What follows belongs to an exercise in optimizing a design on an open flow for small area and few clock cycles; a production flow would make more cautious choices.
Where RTL was checked, it was by simulation tests only, not by an equivalence proof against the original.
Power and IR drop assume default switching activity.

==> trial 12 <==
// dbf_table_stream_parser_unit
module dbf_table_stream_parser_unit #(
	parameter int MAX_FIELDS = dbfp_pkg::MAX_FIELDS_DEF
) (
	input  wire logic        clk,
	input  wire logic        arst_n,
	input  wire logic        in_valid,
	output logic             in_ready,
	input  wire logic [7:0]  data_byte,
	input  wire logic        end_of_input,
	output logic             out_valid,
	input  wire logic        out_ready,
	output logic [2:0]       kind,
	output logic [31:0]      record_index,
	output logic [7:0]       field_index,
	output logic [3:0]       field_type,
	output logic [7:0]       field_byte,
	output logic             last_of_field,
	output logic             deleted,
	output logic [31:0]      ext_offset,
	output logic [15:0]      ext_length,
	output logic [1:0]       error_code,
	output logic [23:0]      date_stamp,
	output logic [8:0]       field_count
);
Settings: LEC_CHECK=0, CAP_MARGIN=20, CORE_MARGIN=2, CORE_UTILIZATION=40, CTS_BUF_LIST=sky130_fd_sc_hd__clkbuf_4 sky130_fd_sc_hd__clkbuf_8, SLEW_MARGIN=20, SYNTH_MEMORY_MAX_BITS=16384; clock period 10.0 ns.
run.sh (not shown) runs the stock make flow with config.mk's settings and CLKGATE_MAP_FILE= SYNTH_SCRIPT=/design/flow/synth_recipe.tcl, a recipe that flattens the netlist after the stock synthesis.
==> trial 42 (differences from trial 12) <==
--- a/flow/design.v
+++ b/flow/design.v
@@ -80,66 +80,84 @@
 	localparam int CW = $clog2(MAX_FIELDS + 1);
 	localparam int DEPTH = 1 << IW;
 	localparam logic [CW-1:0] MAXF = CW'(MAX_FIELDS);
 	localparam logic [2:0] PH_HEADER = 3'd0;
 	localparam logic [2:0] PH_FLAG   = 3'd1;
 	localparam logic [2:0] PH_FIELD  = 3'd2;
 	localparam logic [2:0] PH_DONE   = 3'd3;
 	localparam logic [2:0] PH_ERROR  = 3'd4;
-	localparam int TP = 4;
+	localparam int TP = 8;
 	localparam int TPW = (TP > 1) ? $clog2(TP) : 1;
 	localparam int RL = (TP == 1) ? DEPTH + 1 : DEPTH + TP;
 	localparam int RW = $clog2(RL);
 	logic [RL*12-1:0] ring_q;
 	logic [RW-1:0] rp_q, fs_q, ls_q;
-	logic          rdy_q;
 	logic          bpend_q;
 	logic [2:0]    phase_q, phase_n;
 	logic [31:0]   cnt_q, cnt_n;
 	logic [71:0]   sh_q;
 	logic [CW-1:0] seen_q, seen_n;
 	logic          anynz_q, anynz_n;
 	logic [IW-1:0] first_q, first_n;
 	logic [IW-1:0] lastnz_q, lastnz_n;
 	logic [IW-1:0] cf_q, cf_n;
 	logic [IW-1:0] sp_q, sp_n, ft;
-	logic          sp_jump, load, fscan, ft_step;
-	logic [11:0]   e0_q, e0_n, e1_q, e1_n, first_ent_q, av;
-	logic          v0_q, v0_n, v1_q, v1_n;
+	logic          sp_jump, load, fscan, ft_step, wrap;
+	localparam int QD = 2;
+	localparam int QW = $clog2(QD + 1);
+	logic [QD*12-1:0] eq_q, eq_n;
+	logic [11:0]   av;
+	logic [QW-1:0] qn_q, qn_n, qa;
 	logic          rpe, rdnz, rdz, avnz, woff;
 	logic [3:0]    ctype_q, ctype_n;
 	logic          cext_q, cext_n;
-	logic [7:0]    rem_q, rem_n;
+	logic [7:0]    rem_q, rem_n, rem_dec;
 	logic          del_q, del_n;
 	logic [15:0]   hlen;
 	logic [31:0]   total;
 	logic [23:0]   date;
 	logic [7:0]    b8;
 	assign hlen  = sh_q[71:56];
 	assign b8    = sh_q[71:64];
 	assign total = sh_q[55:24];
 	assign date  = {sh_q[7:0], sh_q[15:8], sh_q[23:16]};
 	logic [11:0]   rd;
 	localparam int NT = RL / TP;
-	logic [NT-1:0] rsel;
+	localparam int NG = (NT + 15) / 16;
+	logic [15:0]    lsel;
+	logic [NG-1:0] hsel;
+	logic [NG*12-1:0] grp;
 	always_comb begin
+		for (int l = 0; l < 16; l++)
+			lsel[l] = (rp_q[TPW+3:0] == (TPW+4)'(l * TP));
+		for (int h = 0; h < NG; h++)
+			hsel[h] = (rp_q[RW-1:TPW+4] == (RW-TPW-4)'(h));
+		grp = '0;
+		for (int i = 0; i < NT; i++)
+			grp[(i/16)*12 +: 12] = grp[(i/16)*12 +: 12] | ({12{lsel[i%16]}} & ring_q[TP*i*12 +: 12]);
 		rd = '0;
-		for (int i = 0; i < NT; i++) begin
-			rsel[i] = (rp_q == RW'(TP * i));
-			rd = rd | ({12{rsel[i]}} & ring_q[TP*i*12 +: 12]);
-		end
+		for (int h = 0; h < NG; h++)
+			rd = rd | ({12{hsel[h]}} & grp[h*12 +: 12]);
 	end
+	localparam int RM = RL / TP;
+	localparam int HW = RW - TPW;
 	function automatic logic [RW-1:0] rinc(input logic [RW-1:0] x);
-		rinc = (x == RW'(RL - 1)) ? '0 : x + 1'b1;
+		logic [HW-1:0] h;
+		h = x[RW-1:TPW];
+		if (x[TPW-1:0] == TPW'(TP - 1))
+			rinc = {(h == HW'(RM - 1)) ? HW'(0) : h + 1'b1, TPW'(0)};
+		else
+			rinc = {h, x[TPW-1:0] + 1'b1};
 	endfunction
 	function automatic logic [RW-1:0] rnext(input logic [RW-1:0] x, input logic [IW-1:0] k);
-		logic [RW-1:0] d;
-		d = ((TP == 1) || (k[TPW-1:0] == TPW'(TP - 1))) ? RW'(32 - TP) : RW'(32);
-		rnext = (x >= d) ? x - d : x + (RW'(RL) - d);
+		logic [HW-1:0] h, d;
+		h = x[RW-1:TPW];
+		d = (k[TPW-1:0] == TPW'(TP - 1)) ? HW'(32 / TP - 1) : HW'(32 / TP);
+		rnext = {(h >= d) ? h - d : h + (HW'(RM) - d), x[TPW-1:0]};
 	endfunction
 	logic [15:0]   pos;
 	logic [4:0]    off;
 	logic [3:0]    code;
 	logic          ph_hdr, ph_flag, ph_field, ph_done, ph_err;
 	logic          desc, err2a, err2b, err1, hdr_err, hdr_done, hdr_sh;
 	logic          good;
 	logic          last, more, stall;
@@ -161,32 +179,33 @@
 		err2a = (pos == 16'd9) && ({data_byte, b8} < 16'd12);
 		err2b = desc && (off == 5'd0) && (seen_q >= MAXF);
 		err1 = desc && (off == 5'd11) && (seen_q < MAXF) && (code == dbfp_pkg::TYPE_BAD);
 		hdr_err = err2a || err2b || err1;
 		hdr_done = !hdr_err && (pos >= 16'd11) && (cnt_inc[15:0] == hlen);
 		hdr_sh = (pos >= 16'd1) && (pos <= 16'd9);
 		good = (data_byte == dbfp_pkg::FLAG_LIVE) || (data_byte == dbfp_pkg::FLAG_DELETED);
 		last = (rem_q == 8'd0);
+		rem_dec = rem_q - 1'b1;
 		more = (cf_q != lastnz_q);
 		rpe = (TP == 1) || (rp_q[TPW-1:0] == '0);
-		rdnz = rpe && (rd[7:0] != 8'd0);
-		rdz = rpe && (rd[7:0] == 8'd0);
-		av = v0_q ? e0_q : rd;
-		avnz = v0_q || rdnz;
-		woff = (off == 5'(17 + ((TP == 1) ? 0 : int'(seen_q[TPW-1:0]))));
+		rdnz = rpe && (rd[7:0] != 8'hFF);
+		rdz = rpe && (rd[7:0] == 8'hFF);
+		av = (qn_q != '0) ? eq_q[11:0] : rd;
+		avnz = (qn_q != '0) || rdnz;
+		woff = (off == 5'(17 + int'(seen_q[TPW-1:0])));
 		wslot = (seen_q == '0) || (ls_q == (((TP == 1) || (seen_q[TPW-1:0] == '0)) ? RW'(32 - TP) : RW'(32)));
 		wstall = ph_hdr && desc && (seen_q < MAXF) && woff && !wslot;
-		stall = (ph_field && last && more && !avnz) || wstall;
+		stall = (((ph_field && last && more) || (ph_flag && good && anynz_q)) && !avnz) || wstall;
 		rec_last = (cnt_inc == total);
 		rec_end = (ph_flag && good && !anynz_q) || (ph_field && last && !more);
 		va = (ph_hdr && (hdr_err || hdr_done)) || ph_flag || (ph_field && (!cext_q || last));
 		err_n = ph_err || (ph_hdr && hdr_err) || (ph_flag && !good);
-		out_valid = rdy_q && (bpend_q || (in_valid && !stall && va));
-		in_ready = rdy_q && !bpend_q && !stall && (out_ready || !va);
+		out_valid = bpend_q || (in_valid && !stall && va);
+		in_ready = !bpend_q && !stall && (out_ready || !va);
 		acc = in_valid && in_ready;
 		phase_n = phase_q;
 		cnt_n = cnt_q;
 		seen_n = seen_q;
 		anynz_n = anynz_q;
 		first_n = first_q;
 		lastnz_n = lastnz_q;
 		cf_n = cf_q;
@@ -212,17 +231,17 @@
 							wr_en = 1'b1;
 							if (rem_q != 8'd0) begin
 								lastnz_n = IW'(seen_q);
 								anynz_n = 1'b1;
 								if (!anynz_q)
 									first_n = IW'(seen_q);
 							end
 						end
-						if (off == 5'd31)
+						if (off == 5'd25)
 							seen_n = seen_q + 1'b1;
 					end
 					if (hdr_done) begin
 						cnt_n = '0;
 						phase_n = (total == 32'd0) ? PH_DONE : PH_FLAG;
 					end else begin
 						cnt_n = cnt_inc;
 					end
@@ -230,33 +249,33 @@
 			end
 			PH_FLAG: begin
 				shift = 1'b1;
 				cf_n = '0;
 				if (good) begin
 					del_n = data_byte[1];
 					if (anynz_q) begin
 						phase_n = PH_FIELD;
-						cf_n = first_q;
-						ctype_n = first_ent_q[11:8];
-						cext_n = (first_ent_q[11:8] == dbfp_pkg::TYPE_CHAR) && (first_ent_q[7:0] == dbfp_pkg::EXT_REF_LEN);
-						rem_n = first_ent_q[7:0] - 1'b1;
+						cf_n = sp_q;
+						ctype_n = av[11:8];
+						cext_n = (av[11:8] == dbfp_pkg::TYPE_CHAR) && (av[7:0] == dbfp_pkg::EXT_REF_LEN - 1'b1);
+						rem_n = av[7:0];
 					end
 				end else begin
 					phase_n = PH_ERROR;
 				end
 			end
 			PH_FIELD: begin
 				shift = 1'b1;
-				rem_n = rem_q - 1'b1;
+				rem_n = rem_dec;
 				if (last && more) begin
 					cf_n = sp_q;
 					ctype_n = av[11:8];
-					cext_n = (av[11:8] == dbfp_pkg::TYPE_CHAR) && (av[7:0] == dbfp_pkg::EXT_REF_LEN);
-					rem_n = av[7:0] - 1'b1;
+					cext_n = (av[11:8] == dbfp_pkg::TYPE_CHAR) && (av[7:0] == dbfp_pkg::EXT_REF_LEN - 1'b1);
+					rem_n = av[7:0];
 				end
 			end
 			default: begin
 			end
 		endcase
 		if (rec_end) begin
 			cnt_n = cnt_inc;
 			phase_n = rec_last ? PH_DONE : PH_FLAG;
@@ -266,61 +285,47 @@
 				cnt_n = '0;
 			if (err_n) begin
 				phase_n = PH_HEADER;
 				cnt_n = '0;
 				seen_n = '0;
 				anynz_n = 1'b0;
 			end
 		end
-		sp_jump = acc && ((ph_hdr && hdr_done) || rec_end);
-		load = acc && ph_field && last && more;
-		fscan = (ph_field && more) || ph_flag;
-		ft = sp_q + IW'(v0_q) + IW'(v1_q);
+		load = acc && ((ph_field && last && more) || (ph_flag && good && anynz_q));
+		wrap = load && (sp_q == lastnz_q);
+		sp_jump = (acc && ph_hdr && hdr_done) || wrap;
+		fscan = ph_field || ph_flag;
+		ft = sp_q + IW'(qn_q);
 		sp_n = sp_q;
-		v0_n = v0_q;
-		v1_n = v1_q;
-		e0_n = e0_q;
-		e1_n = e1_q;
+		eq_n = eq_q;
+		qa = qn_q;
 		ft_step = 1'b0;
 		if (load) begin
 			sp_n = sp_q + 1'b1;
-			if (v0_q) begin
-				e0_n = e1_q;
-				v0_n = v1_q;
-				v1_n = 1'b0;
-				if (rdnz) begin
-					if (v1_q) begin
-						e1_n = rd;
-						v1_n = 1'b1;
-					end else begin
-						e0_n = rd;
-						v0_n = 1'b1;
-					end
-					ft_step = 1'b1;
-				end else if (rdz && !v1_q) begin
-					sp_n = sp_q + 2'd2;
-					ft_step = 1'b1;
-				end
+			if (qn_q != '0) begin
+				for (int i = 0; i < QD - 1; i++)
+					eq_n[i*12 +: 12] = eq_q[(i+1)*12 +: 12];
+				qa = qn_q - 1'b1;
 			end else begin
 				ft_step = 1'b1;
 			end
-		end else if (fscan) begin
+		end
+		qn_n = qa;
+		if ((load && (qn_q != '0)) || (!load && fscan)) begin
 			if (rdnz) begin
-				if (!v0_q) begin
-					e0_n = rd;
-					v0_n = 1'b1;
-					ft_step = 1'b1;
-				end else if (!v1_q) begin
-					e1_n = rd;
-					v1_n = 1'b1;
+				if (qa != QW'(QD)) begin
+					for (int i = 0; i < QD; i++)
+						if (QW'(i) == qa)
+							eq_n[i*12 +: 12] = rd;
+					qn_n = qa + 1'b1;
 					ft_step = 1'b1;
 				end
-			end else if (rdz && !v0_q && ph_field) begin
-				sp_n = sp_q + 1'b1;
+			end else if (rdz && (qa == '0)) begin
+				sp_n = ft + 1'b1;
 				ft_step = 1'b1;
 			end
 		end
 		kind = '0;
 		record_index = '0;
 		field_index = '0;
 		field_type = '0;
 		field_byte = '0;
@@ -344,17 +349,17 @@
 		end else if (ph_hdr) begin
 			if (hdr_err) begin
 				kind = dbfp_pkg::KIND_ERROR;
 				error_code = err1 ? dbfp_pkg::ERR_TYPE : dbfp_pkg::ERR_HEADER;
 			end else begin
 				kind = dbfp_pkg::KIND_HDR_DONE;
 				record_index = total;
 				date_stamp = date;
-				field_count = 9'(seen_q) + 9'(desc && (off == 5'd31));
+				field_count = 9'(seen_q);
 			end
 		end else if (ph_flag) begin
 			record_index = cnt_q;
 			if (good) begin
 				kind = dbfp_pkg::KIND_REC_START;
 				deleted = data_byte[1];
 			end else begin
 				kind = dbfp_pkg::KIND_ERROR;
@@ -373,24 +378,22 @@
 				kind = dbfp_pkg::KIND_FLD_BYTE;
 				field_byte = data_byte;
 				last_of_field = last;
 			end
 		end
 	end
 	always_ff @(posedge clk or negedge arst_n) begin
 		if (!arst_n) begin
-			rdy_q <= 1'b0;
 			bpend_q <= 1'b0;
 			phase_q <= PH_HEADER;
 			cnt_q <= '0;
 			seen_q <= '0;
 			anynz_q <= 1'b0;
 		end else begin
-			rdy_q <= 1'b1;
 			if (bpend_q) begin
 				if (out_ready) begin
 					bpend_q <= 1'b0;
 					phase_q <= PH_HEADER;
 					cnt_q <= '0;
 					seen_q <= '0;
 					anynz_q <= 1'b0;
 				end
@@ -408,27 +411,23 @@
 			first_q <= first_n;
 			lastnz_q <= lastnz_n;
 			cf_q <= cf_n;
 			ctype_q <= ctype_n;
 			cext_q <= cext_n;
 			rem_q <= rem_n;
 			del_q <= del_n;
 		end
-		sp_q <= sp_jump ? first_q + 1'b1 : sp_n;
-		v0_q <= !sp_jump && v0_n;
-		v1_q <= !sp_jump && v1_n;
-		e0_q <= e0_n;
-		e1_q <= e1_n;
-		rp_q <= sp_jump ? rnext(fs_q, first_q) : ft_step ? rnext(rp_q, ft) : rinc(rp_q);
-		if (acc && wr_en && (rem_q != 8'd0) && !anynz_q)
-			first_ent_q <= {ctype_q, rem_q};
+		sp_q <= sp_jump ? first_q : sp_n;
+		qn_q <= sp_jump ? '0 : qn_n;
+		eq_q <= eq_n;
+		rp_q <= sp_jump ? rinc(fs_q) : ft_step ? rnext(rp_q, ft) : rinc(rp_q);
 		fs_q <= (acc && wr_en && (rem_q != 8'd0) && !anynz_q) ? '0 : rinc(fs_q);
 		ls_q <= (acc && wr_en) ? '0 : rinc(ls_q);
-		ring_q <= {ring_q[RL*12-13:0], (acc && wr_en) ? {ctype_q, rem_q} : ring_q[RL*12-1 -: 12]};
+		ring_q <= {ring_q[RL*12-13:0], (acc && wr_en) ? {ctype_q, rem_dec} : ring_q[RL*12-1 -: 12]};
 		if (acc && shift) begin
 			sh_q[71:56] <= {data_byte, sh_q[71:64]};
 			sh_q[23:0] <= {ph_hdr ? sh_q[31:24] : sh_q[63:56], sh_q[23:8]};
 			if (ph_hdr)
 				sh_q[55:24] <= sh_q[63:32];
 		end
 	end
 endmodule
CORE_UTILIZATION = 65   (was 40)
CTS_BUF_LIST = default   (was sky130_fd_sc_hd__clkbuf_4 sky130_fd_sc_hd__clkbuf_8)
CTS_CLUSTER_DIAMETER = 80   (was default)
CTS_CLUSTER_SIZE = 24   (was default)
==> run summary <==
                                                                                      trial 42                 trial 12
Result of the run                                                      complete, no violations  complete, no violations
Number of multi-input logic gates                                                         1607                     2161
Setup slack of the worst register-to-register path                                     3.55 ns                  3.61 ns
Area used by multi-input combinational logic                                       0.01069 mm²              0.01471 mm²
Proportion of synthesized flip-flops having asynchronous set or reset                  0.01359                  0.01403
Clock slew seen by the registers of the worst setup and hold paths                     0.09 ns                  0.07 ns
Via count of the routed design                                                           37338                    45609
Max transition margin                                                                   0.3566                   0.2773
Minimum setup slack in the final design                                               1.844 ns                 1.362 ns
Total of clock buffers placed in the layout                                                174                      752
Hold slack final                                                                     0.3026 ns                0.2387 ns
First-pass GRT wire length                                                           230100 µm                287700 µm
Die footprint                                                                       0.1271 mm²               0.2161 mm²
Routed wire length on met2                                                            70170 µm                 86320 µm
Largest register FFs                                                                      3168                     3120
Sequential cell area fraction in the yosys report                                       0.8577                   0.8107
Average via count per standard cell                                                      5.255                    4.804
Slowest stage delay, CP                                                                0.81 ns                  0.78 ns
NetSw                                                                                  4770 µW                  7297 µW
Post-layout utilization of the core                                                     0.7194                   0.4715
Synth cell types                                                                            92                      104
Area of all sequential standard cells                                              0.06931 mm²              0.06887 mm²
Minimum clock period after layout                                                     8.156 ns                 8.638 ns
Testbench counts of trial 42, summed over its fixed seeds: cycles 157,470.
For trial 12, only the layout was checked, not whether the RTL still works.

port drivers added, routing unchanged:
The flow's constraints put no driver on any port. The routed layouts listed below were extracted and timed again, unchanged, in two steps. Step 1: set_driving_cell puts a clkbuf_16 on clk and a buf_2 on each other input, an assumption about the parent block. Step 2 moves the port delays by t, midway between the first and last clock arrival at a register: inputs arrive t later, outputs are due t later. That takes back most of the time a late clock gives input paths. a / b / c = no drivers / after step 1 / after step 2; a / b = the first two.
run | t, ns | setup WS [ns] | worst data-port slew with drivers (ns) | pins driven straight from the clock port
trial 12 | 1.111 | 1.362 / 1.285 / 2.059 | 0.12 | 1
trial 42 | 0.883 | 1.844 / 1.769 / 1.860 | 0.09 | 1
After both steps setup and hold are still met in every run listed.
